What follows belongs to an exercise in optimizing a design on an open flow for small area, a short achievable clock period and few clock cycles per item; a production flow would make more cautious choices. The RTL was checked by simulation tests, not by an equivalence proof against the original design.

## modsq_top
module modsq_top (
    input  wire  logic        clk,
    input  wire  logic        reset,
    input  wire  logic        psel,
    input  wire  logic        penable,
    input  wire  logic        pwrite,
    input  wire  logic [7:0]  paddr,
    input  wire  logic [31:0] pwdata,
    output logic [31:0]       prdata,
    output logic              pready,
    output logic              pslverr
);
make LEC_CHECK=0 CAP_MARGIN=20 CORE_MARGIN=2 CORE_UTILIZATION=55 SETUP_SLACK_MARGIN=5 SLEW_MARGIN=20 finish   # period 16.0 ns
run.sh (not shown) runs the stock make flow with config.mk's settings and CLKGATE_MAP_FILE= SYNTH_SCRIPT=/design/flow/synth_recipe.tcl, a recipe that flattens the netlist after the stock synthesis.
Testbench counts at the start, summed over its fixed seeds: cycles 6,484, items 128.
Change:
Settings changed: CORE_UTILIZATION 55 to 40.
Design area climbs by 0.31%. Global-route usage drops by 13 points. Synthesized cell count is unchanged. Critical path depth climbs by 1. Clock skew hardly moves. Via count drops by 0.78%. Hold slack stays flat. Routed wire length drops by about 2%. Die area climbs by 37%.
Change:
==> flow/flow/run.sh (new file) <==
#!/bin/bash
set -euo pipefail
bash standard.sh SETUP_SLACK_MARGIN=8 finish > standard_flow.log 2>&1
==> flow/standard.sh (new file) <==
#!/bin/bash
# synth_recipe.tcl (not shown) runs the flow's synth.tcl, then flattens the netlist and writes it again
# the make line also repeats each setting of config.mk as NAME=value (left out here)
make -C /OpenROAD-flow-scripts/flow DESIGN_CONFIG=/design/flow/config.mk WORK_HOME=/design/flow/orfs CLKGATE_MAP_FILE= SYNTH_SCRIPT=/design/flow/synth_recipe.tcl "${@:-finish}"
Settings changed: SETUP_SLACK_MARGIN 5 to default.
removed: flow/run.sh
After rerunning:
- The new run finished with timing, DRC and antenna clean
- final cell count is higher by a few percent
- count of clock-buffer cells in the layout went down by 2
- final area came out higher by about a fifth
- die area is unchanged

---

modsq_top, a different RTL version from the one above (not shown whole).
For scale: ~170 flip-flops, about 79 I/O pins, ~42,000 sq um of cells after synthesis.
==> flow/design.v (excerpt) <==
module modsq_top (
    input  wire  logic        clk,
    input  wire  logic        reset,
    input  wire  logic        psel,
    input  wire  logic        penable,
    input  wire  logic        pwrite,
    input  wire  logic [7:0]  paddr,
    input  wire  logic [31:0] pwdata,
    output logic [31:0]       prdata,
    output logic              pready,
    output logic              pslverr
);
==> flow/config.mk <==
export PLATFORM = sky130hd
export DESIGN_NAME = modsq_top
export DESIGN_NICKNAME = modsq_top
export VERILOG_FILES = /design/flow/design.v
export SDC_FILE = /design/flow/constraint.sdc
export NUM_CORES = 4
export LEC_CHECK = 0
export CAP_MARGIN = 20
export CORE_MARGIN = 2
export CORE_UTILIZATION = 40
export SETUP_SLACK_MARGIN = 5
export SLEW_MARGIN = 20
export TNS_END_PERCENT = 25
==> flow/constraint.sdc <==
create_clock -name core_clock -period 16.0 [get_ports {clk}]
set_input_delay 3.2000 -clock core_clock [delete_from_list [all_inputs] [get_ports {clk}]]
set_output_delay 3.2000 -clock core_clock [all_outputs]
set_load 0.01 [all_outputs]
Stock flow here: none of the scripts above is used.
Testbench counts at the start, summed over its fixed seeds: cycles 6,640, items 128.
Rerun with:
TNS_END_PERCENT = not set   (was 25)
After rerunning: Sequential cell count is unchanged. Die area stays the same. Worst hold slack is unchanged. Maximum frequency stays the same. Setup slack does not change. Non-clock buffer count does not change. Cell count stays the same. Synthesized cell count does not change.
Rerun with:
TNS_END_PERCENT = 5   (was not set)
Die area does not change.
Fmax went down slightly.
Design area hardly moves.

---

the baseline:
modsq_top, a different RTL version from the one above (not shown whole).
Size in the first run: roughly 4300 cells after synthesis, ~140 flip-flops, ~39000 µm² of cells after synthesis.
==> flow/config.mk <==
export PLATFORM = sky130hd
export DESIGN_NAME = modsq_top
export DESIGN_NICKNAME = modsq_top
export VERILOG_FILES = /design/flow/design.v
export SDC_FILE = /design/flow/constraint.sdc
export NUM_CORES = 4
export LEC_CHECK = 0
export CAP_MARGIN = 20
export CORE_MARGIN = 2
export CORE_UTILIZATION = 40
export SLEW_MARGIN = 20
==> flow/constraint.sdc <==
create_clock -name core_clock -period 16.0 [get_ports {clk}]
set_input_delay 3.2000 -clock core_clock [delete_from_list [all_inputs] [get_ports {clk}]]
set_output_delay 3.2000 -clock core_clock [all_outputs]
set_load 0.01 [all_outputs]
Testbench counts of the baseline, summed over its fixed seeds: cycles 7,492, items 128.
Changes in the candidate relative to the baseline:
- SETUP_SLACK_MARGIN: unset -> 5
## What came out
- Compare the baseline and the candidate | period utilization higher: the baseline
- From the baseline to the candidate the numbers moved as follows: number of ordinary and repair buffers in the finished layout increased 110%, routed wire length increased 15000 µm, summed negative setup slack over all endpoints essentially unchanged, total number of nets in the final design increased 210.
- Sort the baseline and the candidate by met2 track demand over resource desc -> top: the candidate
- The baseline reports its origin of the worst setup path as b_r while the candidate reports r[19].
- Vias: the candidate above the baseline
- On number of sequential storage elements, the baseline and the candidate are basically level.
- Across both runs, met3 wire length was higher for the candidate than for the baseline.
- The candidate was carried through to the last stage, and its layout satisfied the timing, DRC and antenna checks.
- Per the comparison of the candidate with the baseline, worst slack on hold paths now larger; post-route met1 wirelength now larger.

## re-timing with driven ports
Ports are ideal in the flow. The routed layouts listed here were re-timed in OpenROAD. Step 1: set_driving_cell puts a clkbuf_16 on clk and a buf_2 on each other input, an assumption about the parent block. Step 2 also shifts input and output timing later by t, the mid clock arrival at the registers, as if the neighbouring blocks saw the same clock. Slacks: ideal / step 1 / step 2; pairs: ideal / step 1.
| run | t, ns | setup slack, ns | worst hold slack (ns) |
|---|---|---|---|
| the first run of note 1 | 0.489 | 5.101 / 5.101 / 5.101 | 0.476 / 0.476 / 0.476 |
| the second run of note 1 | 0.481 | 5.210 / 5.210 / 5.210 | 0.475 / 0.475 / 0.475 |
| the third run of note 1 | 0.508 | 5.985 / 5.985 / 5.985 | 0.482 / 0.482 / 0.482 |
| the first run of note 2 | 0.496 | 5.299 / 5.299 / 5.299 | 0.551 / 0.551 / 0.551 |
| the second run of note 2 | 0.496 | 5.299 / 5.299 / 5.299 | 0.551 / 0.551 / 0.551 |
| the third run of note 2 | 0.493 | 5.239 / 5.239 / 5.239 | 0.549 / 0.549 / 0.549 |
| the baseline | 0.477 | 1.444 / 1.444 / 1.444 | 0.515 / 0.515 / 0.515 |
| the candidate | 0.491 | 4.113 / 4.113 / 4.113 | 0.558 / 0.558 / 0.558 |
After both steps setup and hold are still met in every run listed.
